Source: an optimization exercise on an open RTL-to-GDS flow (aim: small area, a short achievable clock period and few clock cycles). Production flows keep margins and buffers that such runs may drop. RTL that was checked went through simulation tests only; none was proved equivalent to the original. Power and IR drop assume default switching activity.

==> 01-03: inputs <==
==> flow/design.v <==
package isb_pkg;
   localparam int DEPTH      = 16;
   localparam int WORD_WIDTH = 32;
   localparam logic [1:0] MODE_PUSH    = 2'd0;
   localparam logic [1:0] MODE_POP     = 2'd1;
   localparam logic [1:0] MODE_REMOVE  = 2'd2;
   localparam logic [1:0] MODE_REVERSE = 2'd3;
   localparam logic [2:0] ST_OK    = 3'd0;
   localparam logic [2:0] ST_FULL  = 3'd1;
   localparam logic [2:0] ST_EMPTY = 3'd2;
   localparam logic [2:0] ST_NULL  = 3'd3;
   localparam logic [2:0] ST_RANGE = 3'd4;
endpackage
module indexed_stack_buffer (
   input  logic        clock,
   input  logic        reset,
   input  logic        req_tvalid,
   output logic        req_tready,
   input  logic [39:0] req_tdata,
   output logic        rsp_tvalid,
   input  logic        rsp_tready,
   output logic [39:0] rsp_tdata
);
   localparam int N = isb_pkg::DEPTH;
   logic [4:0]  cnt;
   logic [3:0]  base;
   logic        dir;
   logic [3:0]  ptr  [N];
   logic [31:0] data [N];
   logic [3:0]  top_ptr, free_ptr;
   logic [3:0]  r_top;               
   logic        r_valid;
   logic [1:0]  r_mode;
   logic [31:0] r_value;
   logic        r_vzero;
   logic        r_in_range, r_below_top, r_at_top, r_idx_zero;
   logic [3:0]  r_slot, r_hi, r_ldslot;
   logic        q_valid;
   logic [3:0]  q_slot;
   logic        q_read;
   logic [2:0]  q_status;
   logic [4:0]  q_count;
   logic        h_valid, s_valid;
   logic [39:0] h_data, s_data;
   logic        ready;
   logic accept, adv, q_free, move, take;
   logic [3:0] base_n, r_top_n;
   logic [3:0] slot_n, hi_n, ld_n;
   logic [3:0] top_ptr_n, free_ptr_n;
   logic [N-1:0] wen;
   logic [4:0] cnt_n;
   logic       dir_n;
   assign req_tready = ready;
   assign accept     = req_tvalid && ready;
   assign move       = q_valid && !(h_valid && s_valid);
   assign q_free     = !q_valid || move;
   assign adv        = r_valid && q_free;
   assign take       = h_valid && rsp_tready;
   always_ff @(posedge clock) begin
      if (accept) begin
         r_mode   <= req_tdata[1:0];
         r_value  <= req_tdata[33:2];
         r_vzero     <= (req_tdata[33:2] == 32'd0);
         r_in_range  <= ({1'b0, req_tdata[37:34]} < cnt_n);
         r_below_top <= ({1'b0, req_tdata[37:34]} + 5'd1 < cnt_n);
         r_at_top    <= ({1'b0, req_tdata[37:34]} + 5'd1 == cnt_n);
         r_idx_zero  <= (req_tdata[37:34] == 4'd0);
         r_slot      <= slot_n;
         r_hi        <= hi_n;
         r_ldslot    <= ld_n;
      end
   end
   assign rsp_tvalid = h_valid;
   assign rsp_tdata  = h_data;
   logic [1:0]  mode;
   logic [31:0] value;
   logic        is_push, is_pop, is_rm, is_rev;
   logic        vzero, empty, full, in_range;
   logic        push_ok, pop_ok, rm_ok, ok;
   logic [2:0]  status;
   logic [4:0]  cnt_next, last;
   assign mode     = r_mode;
   assign value    = r_value;
   assign is_push  = (mode == isb_pkg::MODE_PUSH);
   assign is_pop   = (mode == isb_pkg::MODE_POP);
   assign is_rm    = (mode == isb_pkg::MODE_REMOVE);
   assign is_rev   = (mode == isb_pkg::MODE_REVERSE);
   assign vzero    = r_vzero;
   assign empty    = (cnt == 5'd0);
   assign full     = cnt[4];
   assign last     = cnt - 5'd1;
   assign in_range = r_in_range;
   assign push_ok = !vzero && !full;
   assign pop_ok  = !empty;
   assign rm_ok   = in_range;
   always_comb begin
      unique case (mode)
         isb_pkg::MODE_PUSH:   status = vzero ? isb_pkg::ST_NULL :
                                        full  ? isb_pkg::ST_FULL : isb_pkg::ST_OK;
         isb_pkg::MODE_POP:    status = empty ? isb_pkg::ST_EMPTY : isb_pkg::ST_OK;
         isb_pkg::MODE_REMOVE: status = empty ? isb_pkg::ST_EMPTY :
                                        in_range ? isb_pkg::ST_OK : isb_pkg::ST_RANGE;
         default:              status = isb_pkg::ST_OK;
      endcase
   end
   assign ok = (status == isb_pkg::ST_OK);
   always_comb begin
      unique case (mode)
         isb_pkg::MODE_PUSH:   cnt_next = push_ok ? (cnt + 5'd1) : cnt;
         isb_pkg::MODE_POP:    cnt_next = pop_ok  ? last : cnt;
         isb_pkg::MODE_REMOVE: cnt_next = rm_ok   ? last : cnt;
         default:              cnt_next = cnt;
      endcase
   end
   logic [3:0] r_idx, r_up, r_dn, r_end, r_ld, sh_hi;
   logic [3:0] idx_ptr, up_ptr, dn_ptr, end_ptr, bot_ptr;
   logic       sh_any;
   assign r_idx = r_slot;
   assign r_up  = dir ? (r_top + 4'd2) : (r_top - 4'd2);
   assign r_dn  = dir ? (r_top - 4'd1) : (r_top + 4'd1);
   assign r_end = dir ? (base - 4'd1) : (base + 4'd1);
   assign idx_ptr = ptr[r_idx];
   assign up_ptr  = ptr[r_up];
   assign dn_ptr  = ptr[r_dn];
   assign end_ptr = ptr[r_end];
   assign bot_ptr = ptr[base];
   assign r_ld   = r_ldslot;
   assign sh_hi  = r_hi;
   assign sh_any = in_range && (dir ? r_below_top : !r_idx_zero);
   assign cnt_n = adv ? cnt_next : cnt;
   always_comb begin
      base_n  = base;
      dir_n   = dir;
      r_top_n = r_top;
      if (adv) begin
         unique case (mode)
            isb_pkg::MODE_PUSH: begin
               if (push_ok) r_top_n = dir ? (r_top + 4'd1) : (r_top - 4'd1);
            end
            isb_pkg::MODE_POP: begin
               if (pop_ok) r_top_n = r_dn;
            end
            isb_pkg::MODE_REMOVE: begin
               if (rm_ok) begin
                  if (dir) r_top_n = r_top - 4'd1;
                  else     base_n  = base - 4'd1;
               end
            end
            default: begin
               base_n  = r_top;
               r_top_n = base;
               dir_n   = !dir;
            end
         endcase
      end
   end
   always_ff @(posedge clock) begin
      if (reset) begin
         cnt   <= 5'd0;
         base  <= 4'd0;
         dir   <= 1'b1;
         r_top <= 4'd15;
      end else begin
         cnt   <= cnt_n;
         base  <= base_n;
         dir   <= dir_n;
         r_top <= r_top_n;
      end
   end
   always_comb begin
      top_ptr_n  = top_ptr;
      free_ptr_n = free_ptr;
      if (adv) begin
         unique case (mode)
            isb_pkg::MODE_PUSH: begin
               if (push_ok) begin
                  top_ptr_n  = free_ptr;
                  free_ptr_n = up_ptr;
               end
            end
            isb_pkg::MODE_POP: begin
               if (pop_ok) begin
                  top_ptr_n  = dn_ptr;
                  free_ptr_n = top_ptr;
               end
            end
            isb_pkg::MODE_REMOVE: begin
               if (rm_ok) begin
                  if (r_at_top) top_ptr_n = dn_ptr;
                  if (dir || full) free_ptr_n = idx_ptr;
               end
            end
            default: begin
               top_ptr_n  = bot_ptr;
               free_ptr_n = end_ptr;
            end
         endcase
      end
   end
   always_ff @(posedge clock) begin
      if (reset) begin
         top_ptr  <= 4'd15;
         free_ptr <= 4'd0;
      end else begin
         top_ptr  <= top_ptr_n;
         free_ptr <= free_ptr_n;
      end
   end
   always_comb begin
      logic [3:0] idx_in;
      idx_in = req_tdata[37:34];
      slot_n = dir ? (base + idx_in) : (base - idx_in);
      hi_n   = dir ? (r_top - 4'd1) : (base - 4'd1);
      ld_n   = dir ? r_top : base;
      if (adv) begin
         unique case (mode)
            isb_pkg::MODE_PUSH: begin
               if (push_ok) begin
                  hi_n = dir ? r_top : (base - 4'd1);
                  ld_n = dir ? (r_top + 4'd1) : base;
               end
            end
            isb_pkg::MODE_POP: begin
               if (pop_ok) begin
                  hi_n = dir ? (r_top - 4'd2) : (base - 4'd1);
                  ld_n = dir ? (r_top - 4'd1) : base;
               end
            end
            isb_pkg::MODE_REMOVE: begin
               if (rm_ok) begin
                  slot_n = dir ? (base + idx_in) : (base - 4'd1 - idx_in);
                  hi_n   = dir ? (r_top - 4'd2) : (base - 4'd2);
                  ld_n   = dir ? (r_top - 4'd1) : (base - 4'd1);
               end
            end
            default: begin
               slot_n = dir ? (r_top - idx_in) : (r_top + idx_in);
               hi_n   = dir ? (r_top - 4'd1) : (base - 4'd1);
               ld_n   = dir ? r_top : base;
            end
         endcase
      end
   end
   for (genvar p = 0; p < N; p++) begin : g_slot
      logic sh, ld, ge_lo, le_hi;
      assign ge_lo = (4'(p) >= r_idx);
      assign le_hi = (4'(p) <= sh_hi);
      assign sh = adv && is_rm && sh_any &&
                  ((r_idx <= sh_hi) ? (ge_lo && le_hi) : (ge_lo || le_hi));
      assign ld = adv && is_rm && rm_ok && (r_ld == 4'(p));
      always_ff @(posedge clock) begin
         if (reset) begin
            ptr[p] <= 4'(p);
         end else if (sh) begin
            ptr[p] <= ptr[(p + 1) % N];
         end else if (ld) begin
            ptr[p] <= idx_ptr;
         end
      end
      always_ff @(posedge clock) begin
         if (wen[p]) begin
            data[p] <= value;
         end
      end
   end
   always_ff @(posedge clock) begin
      if (adv) begin
         q_slot   <= is_pop ? top_ptr : idx_ptr;
         q_read   <= (is_pop && pop_ok) || (is_rm && rm_ok);
         q_status <= status;
         q_count  <= cnt_next;
      end
   end
   logic [39:0] rsp_next;
   logic        r_valid_in, q_valid_in, h_valid_in, s_valid_in;
   assign rsp_next = {q_count, q_read ? data[q_slot] : 32'd0, q_status};
   always_comb begin
      r_valid_in = accept || (r_valid && !adv);
      q_valid_in = adv || (q_valid && !move);
      h_valid_in = h_valid;
      s_valid_in = s_valid;
      if (take) begin
         if (!s_valid && !move) h_valid_in = 1'b0;
         if (s_valid && !move)  s_valid_in = 1'b0;
      end else if (move) begin
         if (h_valid) s_valid_in = 1'b1;
         else         h_valid_in = 1'b1;
      end
   end
   always_ff @(posedge clock) begin
      if (reset) begin
         r_valid <= 1'b0;
         q_valid <= 1'b0;
         h_valid <= 1'b0;
         s_valid <= 1'b0;
         ready   <= 1'b1;
         wen     <= N'(1);
      end else begin
         r_valid <= r_valid_in;
         q_valid <= q_valid_in;
         h_valid <= h_valid_in;
         s_valid <= s_valid_in;
         ready   <= !r_valid_in || !q_valid_in || !(h_valid_in && s_valid_in);
         for (int p = 0; p < N; p++) begin
            wen[p] <= (!q_valid_in || !(h_valid_in && s_valid_in)) &&
                      !cnt_n[4] && (free_ptr_n == 4'(p));
         end
      end
   end
   always_ff @(posedge clock) begin
      if (take) begin
         if (s_valid) begin
            h_data <= s_data;
            if (move) s_data <= rsp_next;
         end else if (move) begin
            h_data <= rsp_next;
         end
      end else if (move) begin
         if (h_valid) s_data <= rsp_next;
         else         h_data <= rsp_next;
      end
   end
endmodule
==> flow/flow/run.sh <==
#!/bin/bash
# The standard layout, except that the port buffers are buf_4 cells
# instead of the slow delay buffers buffer_ports picks by default. Every
# port still gets its buffer. ORFS's per-step logs stay under orfs/logs;
# make's own output goes to flow_make.log.
set -euo pipefail
export BUFFER_PORTS_ARGS="-buffer_cell sky130_fd_sc_hd__buf_4"
bash standard.sh finish > flow_make.log 2>&1
==> flow/standard.sh <==
#!/bin/bash
# synth_recipe.tcl (not shown) runs the flow's synth.tcl, then flattens the netlist and writes it again
# the make line also repeats each setting of config.mk as NAME=value (left out here)
make -C /OpenROAD-flow-scripts/flow DESIGN_CONFIG=/design/flow/config.mk WORK_HOME=/design/flow/orfs CLKGATE_MAP_FILE= SYNTH_SCRIPT=/design/flow/synth_recipe.tcl "${@:-finish}"
==> flow/config.mk <==
export PLATFORM = sky130hd
export DESIGN_NAME = indexed_stack_buffer
export DESIGN_NICKNAME = indexed_stack_buffer
export VERILOG_FILES = /design/flow/design.v
export SDC_FILE = /design/flow/constraint.sdc
export NUM_CORES = 4
export LEC_CHECK = 0
export CAP_MARGIN = 20
export CORE_MARGIN = 2
export CORE_UTILIZATION = 55
export CTS_CLUSTER_DIAMETER = 80
export CTS_CLUSTER_SIZE = 30
export SETUP_SLACK_MARGIN = 2.5
export SLEW_MARGIN = 20
==> flow/constraint.sdc <==
create_clock -name core_clock -period 5.0 [get_ports {clock}]
set_input_delay 1.0000 -clock core_clock [delete_from_list [all_inputs] [get_ports {clock}]]
set_output_delay 1.0000 -clock core_clock [all_outputs]
set_load 0.01 [all_outputs]
==> inputs of 04-12, as changes to 01-03 <==
==> flow/design.v, changed modules only <==
module indexed_stack_buffer (
   input  logic        clock,
   input  logic        reset,
   input  logic        req_tvalid,
   output logic        req_tready,
   input  logic [39:0] req_tdata,
   output logic        rsp_tvalid,
   input  logic        rsp_tready,
   output logic [39:0] rsp_tdata
);
   localparam int N = isb_pkg::DEPTH;
   logic [4:0]  cnt;
   logic [3:0]  base;
   logic        dir;
   logic [3:0]  ptr  [N];
   logic [31:0] data [N];
   logic [3:0]  top_ptr, free_ptr;
   logic [3:0]  r_top;               
   logic        r_valid;
   logic [1:0]  r_mode;
   logic [31:0] r_value;
   logic        r_vzero;
   logic        r_in_range, r_below_top, r_at_top, r_idx_zero;
   logic [3:0]  r_slot, r_hi, r_ldslot;
   logic        q_valid;
   logic [3:0]  q_slot;
   logic        q_read;
   logic [2:0]  q_status;
   logic [4:0]  q_count;
   logic        h_valid, s_valid;
   logic [39:0] h_data, s_data;
   logic        ready;
   logic accept, adv, q_free, move, take;
   logic inc, dec;
   logic [3:0] base_n, r_top_n;
   logic [3:0] r_up, r_dn, r_end;
   logic [3:0] slot_n, hi_n, ld_n;
   logic [3:0] top_ptr_n, free_ptr_n;
   logic [N-1:0] wen;
   logic [4:0] cnt_n;
   logic       dir_n;
   assign req_tready = ready;
   assign accept     = req_tvalid && ready;
   assign take       = h_valid && rsp_tready;
   always_ff @(posedge clock) begin
      if (accept) begin
         r_mode   <= req_tdata[1:0];
         r_value  <= req_tdata[33:2];
         r_vzero     <= (req_tdata[33:2] == 32'd0);
         r_in_range  <= inc ? ({1'b0, req_tdata[37:34]} <= cnt) :
                        dec ? ({1'b0, req_tdata[37:34]} + 5'd1 < cnt) :
                              ({1'b0, req_tdata[37:34]} < cnt);
         r_below_top <= inc ? ({1'b0, req_tdata[37:34]} < cnt) :
                        dec ? ({1'b0, req_tdata[37:34]} + 5'd2 < cnt) :
                              ({1'b0, req_tdata[37:34]} + 5'd1 < cnt);
         r_at_top    <= inc ? ({1'b0, req_tdata[37:34]} == cnt) :
                        dec ? ({1'b0, req_tdata[37:34]} + 5'd2 == cnt) :
                              ({1'b0, req_tdata[37:34]} + 5'd1 == cnt);
         r_idx_zero  <= (req_tdata[37:34] == 4'd0);
         r_slot      <= slot_n;
         r_hi        <= hi_n;
         r_ldslot    <= ld_n;
      end
   end
   assign rsp_tvalid = h_valid;
   assign rsp_tdata  = h_data;
   logic [1:0]  mode;
   logic [31:0] value;
   logic        is_push, is_pop, is_rm, is_rev;
   logic        vzero, empty, full, in_range;
   logic        push_ok, pop_ok, rm_ok, ok;
   logic [2:0]  status;
   logic [4:0]  cnt_next, last;
   assign mode     = r_mode;
   assign value    = r_value;
   assign is_push  = (mode == isb_pkg::MODE_PUSH);
   assign is_pop   = (mode == isb_pkg::MODE_POP);
   assign is_rm    = (mode == isb_pkg::MODE_REMOVE);
   assign is_rev   = (mode == isb_pkg::MODE_REVERSE);
   assign vzero    = r_vzero;
   assign empty    = (cnt == 5'd0);
   assign full     = cnt[4];
   assign last     = cnt - 5'd1;
   assign in_range = r_in_range;
   assign push_ok = !vzero && !full;
   assign pop_ok  = !empty;
   assign rm_ok   = in_range;
   always_comb begin
      unique case (mode)
         isb_pkg::MODE_PUSH:   status = vzero ? isb_pkg::ST_NULL :
                                        full  ? isb_pkg::ST_FULL : isb_pkg::ST_OK;
         isb_pkg::MODE_POP:    status = empty ? isb_pkg::ST_EMPTY : isb_pkg::ST_OK;
         isb_pkg::MODE_REMOVE: status = empty ? isb_pkg::ST_EMPTY :
                                        in_range ? isb_pkg::ST_OK : isb_pkg::ST_RANGE;
         default:              status = isb_pkg::ST_OK;
      endcase
   end
   assign ok = (status == isb_pkg::ST_OK);
   always_comb begin
      unique case (mode)
         isb_pkg::MODE_PUSH:   cnt_next = push_ok ? (cnt + 5'd1) : cnt;
         isb_pkg::MODE_POP:    cnt_next = pop_ok  ? last : cnt;
         isb_pkg::MODE_REMOVE: cnt_next = rm_ok   ? last : cnt;
         default:              cnt_next = cnt;
      endcase
   end
   logic [3:0] r_idx, r_ld, sh_hi;
   logic [3:0] idx_ptr, up_ptr, dn_ptr, end_ptr, bot_ptr;
   logic       sh_any;
   assign r_idx = r_slot;
   assign idx_ptr = ptr[r_idx];
   assign up_ptr  = ptr[r_up];
   assign dn_ptr  = ptr[r_dn];
   assign end_ptr = ptr[r_end];
   assign bot_ptr = ptr[base];
   assign r_ld   = r_ldslot;
   assign sh_hi  = r_hi;
   assign sh_any = in_range && (dir ? r_below_top : !r_idx_zero);
   assign inc   = adv && is_push && push_ok;
   assign dec   = adv && ((is_pop && pop_ok) || (is_rm && rm_ok));
   assign cnt_n = inc ? (cnt + 5'd1) : dec ? last : cnt;
   logic [3:0] r_up_n, r_dn_n, r_end_n;
   always_comb begin
      base_n  = base;
      dir_n   = dir;
      r_top_n = r_top;
      r_up_n  = r_up;
      r_dn_n  = r_dn;
      r_end_n = r_end;
      if (adv) begin
         unique case (mode)
            isb_pkg::MODE_PUSH: begin
               if (push_ok) begin
                  r_top_n = dir ? (r_top + 4'd1) : (r_top - 4'd1);
                  r_up_n  = dir ? (r_top + 4'd3) : (r_top - 4'd3);
                  r_dn_n  = r_top;
               end
            end
            isb_pkg::MODE_POP: begin
               if (pop_ok) begin
                  r_top_n = r_dn;
                  r_up_n  = dir ? (r_top + 4'd1) : (r_top - 4'd1);
                  r_dn_n  = dir ? (r_top - 4'd2) : (r_top + 4'd2);
               end
            end
            isb_pkg::MODE_REMOVE: begin
               if (rm_ok) begin
                  if (dir) begin
                     r_top_n = r_dn;
                     r_up_n  = r_top + 4'd1;
                     r_dn_n  = r_top - 4'd2;
                  end else begin
                     base_n  = base - 4'd1;
                     r_end_n = base;
                  end
               end
            end
            default: begin
               base_n  = r_top;
               r_top_n = base;
               dir_n   = !dir;
               r_up_n  = dir ? (base - 4'd2) : (base + 4'd2);
               r_dn_n  = dir ? (base + 4'd1) : (base - 4'd1);
               r_end_n = dir ? (r_top + 4'd1) : (r_top - 4'd1);
            end
         endcase
      end
   end
   always_ff @(posedge clock) begin
      if (reset) begin
         cnt   <= 5'd0;
         base  <= 4'd0;
         dir   <= 1'b1;
         r_top <= 4'd15;
         r_up  <= 4'd1;
         r_dn  <= 4'd14;
         r_end <= 4'd15;
      end else begin
         r_up  <= r_up_n;
         r_dn  <= r_dn_n;
         r_end <= r_end_n;
         cnt   <= cnt_n;
         base  <= base_n;
         dir   <= dir_n;
         r_top <= r_top_n;
      end
   end
   always_comb begin
      top_ptr_n  = top_ptr;
      free_ptr_n = free_ptr;
      if (adv) begin
         unique case (mode)
            isb_pkg::MODE_PUSH: begin
               if (push_ok) begin
                  top_ptr_n  = free_ptr;
                  free_ptr_n = up_ptr;
               end
            end
            isb_pkg::MODE_POP: begin
               if (pop_ok) begin
                  top_ptr_n  = dn_ptr;
                  free_ptr_n = top_ptr;
               end
            end
            isb_pkg::MODE_REMOVE: begin
               if (rm_ok) begin
                  if (r_at_top) top_ptr_n = dn_ptr;
                  if (dir || full) free_ptr_n = idx_ptr;
               end
            end
            default: begin
               top_ptr_n  = bot_ptr;
               free_ptr_n = end_ptr;
            end
         endcase
      end
   end
   always_ff @(posedge clock) begin
      if (reset) begin
         top_ptr  <= 4'd15;
         free_ptr <= 4'd0;
      end else begin
         top_ptr  <= top_ptr_n;
         free_ptr <= free_ptr_n;
      end
   end
   always_comb begin
      logic [3:0] idx_in;
      idx_in = req_tdata[37:34];
      slot_n = dir ? (base + idx_in) : (base - idx_in);
      hi_n   = dir ? (r_top - 4'd1) : (base - 4'd1);
      ld_n   = dir ? r_top : base;
      if (adv) begin
         unique case (mode)
            isb_pkg::MODE_PUSH: begin
               if (push_ok) begin
                  hi_n = dir ? r_top : (base - 4'd1);
                  ld_n = dir ? (r_top + 4'd1) : base;
               end
            end
            isb_pkg::MODE_POP: begin
               if (pop_ok) begin
                  hi_n = dir ? (r_top - 4'd2) : (base - 4'd1);
                  ld_n = dir ? (r_top - 4'd1) : base;
               end
            end
            isb_pkg::MODE_REMOVE: begin
               if (rm_ok) begin
                  slot_n = dir ? (base + idx_in) : (base - 4'd1 - idx_in);
                  hi_n   = dir ? (r_top - 4'd2) : (base - 4'd2);
                  ld_n   = dir ? (r_top - 4'd1) : (base - 4'd1);
               end
            end
            default: begin
               slot_n = dir ? (r_top - idx_in) : (r_top + idx_in);
               hi_n   = dir ? (r_top - 4'd1) : (base - 4'd1);
               ld_n   = dir ? r_top : base;
            end
         endcase
      end
   end
   for (genvar p = 0; p < N; p++) begin : g_slot
      logic sh, ld, ge_lo, le_hi;
      assign ge_lo = (4'(p) >= r_idx);
      assign le_hi = (4'(p) <= sh_hi);
      assign sh = adv && is_rm && sh_any &&
                  ((r_idx <= sh_hi) ? (ge_lo && le_hi) : (ge_lo || le_hi));
      assign ld = adv && is_rm && rm_ok && (r_ld == 4'(p));
      always_ff @(posedge clock) begin
         if (reset) begin
            ptr[p] <= 4'(p);
         end else if (sh) begin
            ptr[p] <= ptr[(p + 1) % N];
         end else if (ld) begin
            ptr[p] <= idx_ptr;
         end
      end
      always_ff @(posedge clock) begin
         if (wen[p]) begin
            data[p] <= value;
         end
      end
   end
   always_ff @(posedge clock) begin
      if (adv) begin
         q_slot   <= is_pop ? top_ptr : idx_ptr;
         q_read   <= (is_pop && pop_ok) || (is_rm && rm_ok);
         q_status <= status;
         q_count  <= cnt_next;
      end
   end
   logic [39:0] rsp_next;
   logic        r_valid_in, q_valid_in, h_valid_in, s_valid_in;
   assign rsp_next = {q_count, q_read ? data[q_slot] : 32'd0, q_status};
   always_comb begin
      r_valid_in = accept || (r_valid && !adv);
      q_valid_in = adv || (q_valid && !move);
      h_valid_in = h_valid;
      s_valid_in = s_valid;
      if (take) begin
         if (!s_valid && !move) h_valid_in = 1'b0;
         if (s_valid && !move)  s_valid_in = 1'b0;
      end else if (move) begin
         if (h_valid) s_valid_in = 1'b1;
         else         h_valid_in = 1'b1;
      end
   end
   always_ff @(posedge clock) begin
      if (reset) begin
         r_valid <= 1'b0;
         q_valid <= 1'b0;
         h_valid <= 1'b0;
         s_valid <= 1'b0;
         ready   <= 1'b1;
         wen     <= N'(1);
         move    <= 1'b0;
         q_free  <= 1'b1;
         adv     <= 1'b0;
      end else begin
         r_valid <= r_valid_in;
         q_valid <= q_valid_in;
         h_valid <= h_valid_in;
         s_valid <= s_valid_in;
         ready   <= !r_valid_in || !q_valid_in || !(h_valid_in && s_valid_in);
         move    <= q_valid_in && !(h_valid_in && s_valid_in);
         q_free  <= !q_valid_in || !(h_valid_in && s_valid_in);
         adv     <= r_valid_in && (!q_valid_in || !(h_valid_in && s_valid_in));
         for (int p = 0; p < N; p++) begin
            wen[p] <= (!q_valid_in || !(h_valid_in && s_valid_in)) &&
                      !cnt_n[4] && (free_ptr_n == 4'(p));
         end
      end
   end
   always_ff @(posedge clock) begin
      if (take) begin
         if (s_valid) begin
            h_data <= s_data;
            if (move) s_data <= rsp_next;
         end else if (move) begin
            h_data <= rsp_next;
         end
      end else if (move) begin
         if (h_valid) s_data <= rsp_next;
         else         h_data <= rsp_next;
      end
   end
endmodule
--- a/flow/config.mk
+++ b/flow/config.mk
@@ -9,6 +9,6 @@
 export CORE_MARGIN = 2
 export CORE_UTILIZATION = 55
-export CTS_CLUSTER_DIAMETER = 80
-export CTS_CLUSTER_SIZE = 30
+export CTS_CLUSTER_DIAMETER = 60
+export CTS_CLUSTER_SIZE = 20
 export SETUP_SLACK_MARGIN = 2.5
 export SLEW_MARGIN = 20
==> comparison <==
Against 04-12, the synthesized area of 01-03 is lower by 3.9%. In 01-03 the register-to-register slack is worse than in 04-12, by 0.56 ns. Between 01-03 and 04-12, the lower die area is in 01-03 (gap about 4%, measured against 04-12). In combinational power, 01-03 and 04-12 hardly differ. 01-03 ran to the end with no violations. 04-12 passed the timing, design-rule and antenna checks.
Testbench counts of 04-12, summed over its fixed seeds: cycles 16,032.
Function not checked in 01-03: the RTL went through the layout flow alone.

==> separate check: timing with driven ports <==
No port has a modelled driver above. Below, the same layouts with a new extraction and two added sets of constraints.
Step 1 assumes that a clkbuf_16 drives the clock port and a buf_2 every other input.
Step 2 times the ports against the registers' clock, not the clock port: input delays grow and output delays shrink by t, the midpoint of the rising clock arrivals with the driver on.
Slacks: no drivers / after step 1 / after step 2; pairs: no drivers / after step 1.
run	t (ns)	setup slack, ns	latest minus earliest clock arrival (ns)
01-03	0.649	1.708 / 1.708 / 1.708	0.039 / 0.040
04-12	0.708	2.265 / 2.265 / 1.801	0.045 / 0.044
After both steps every run listed still meets setup and hold. The setup slack of 04-12, which loses most, moves by 0.000 ns with the drivers and by -0.464 ns with both steps.
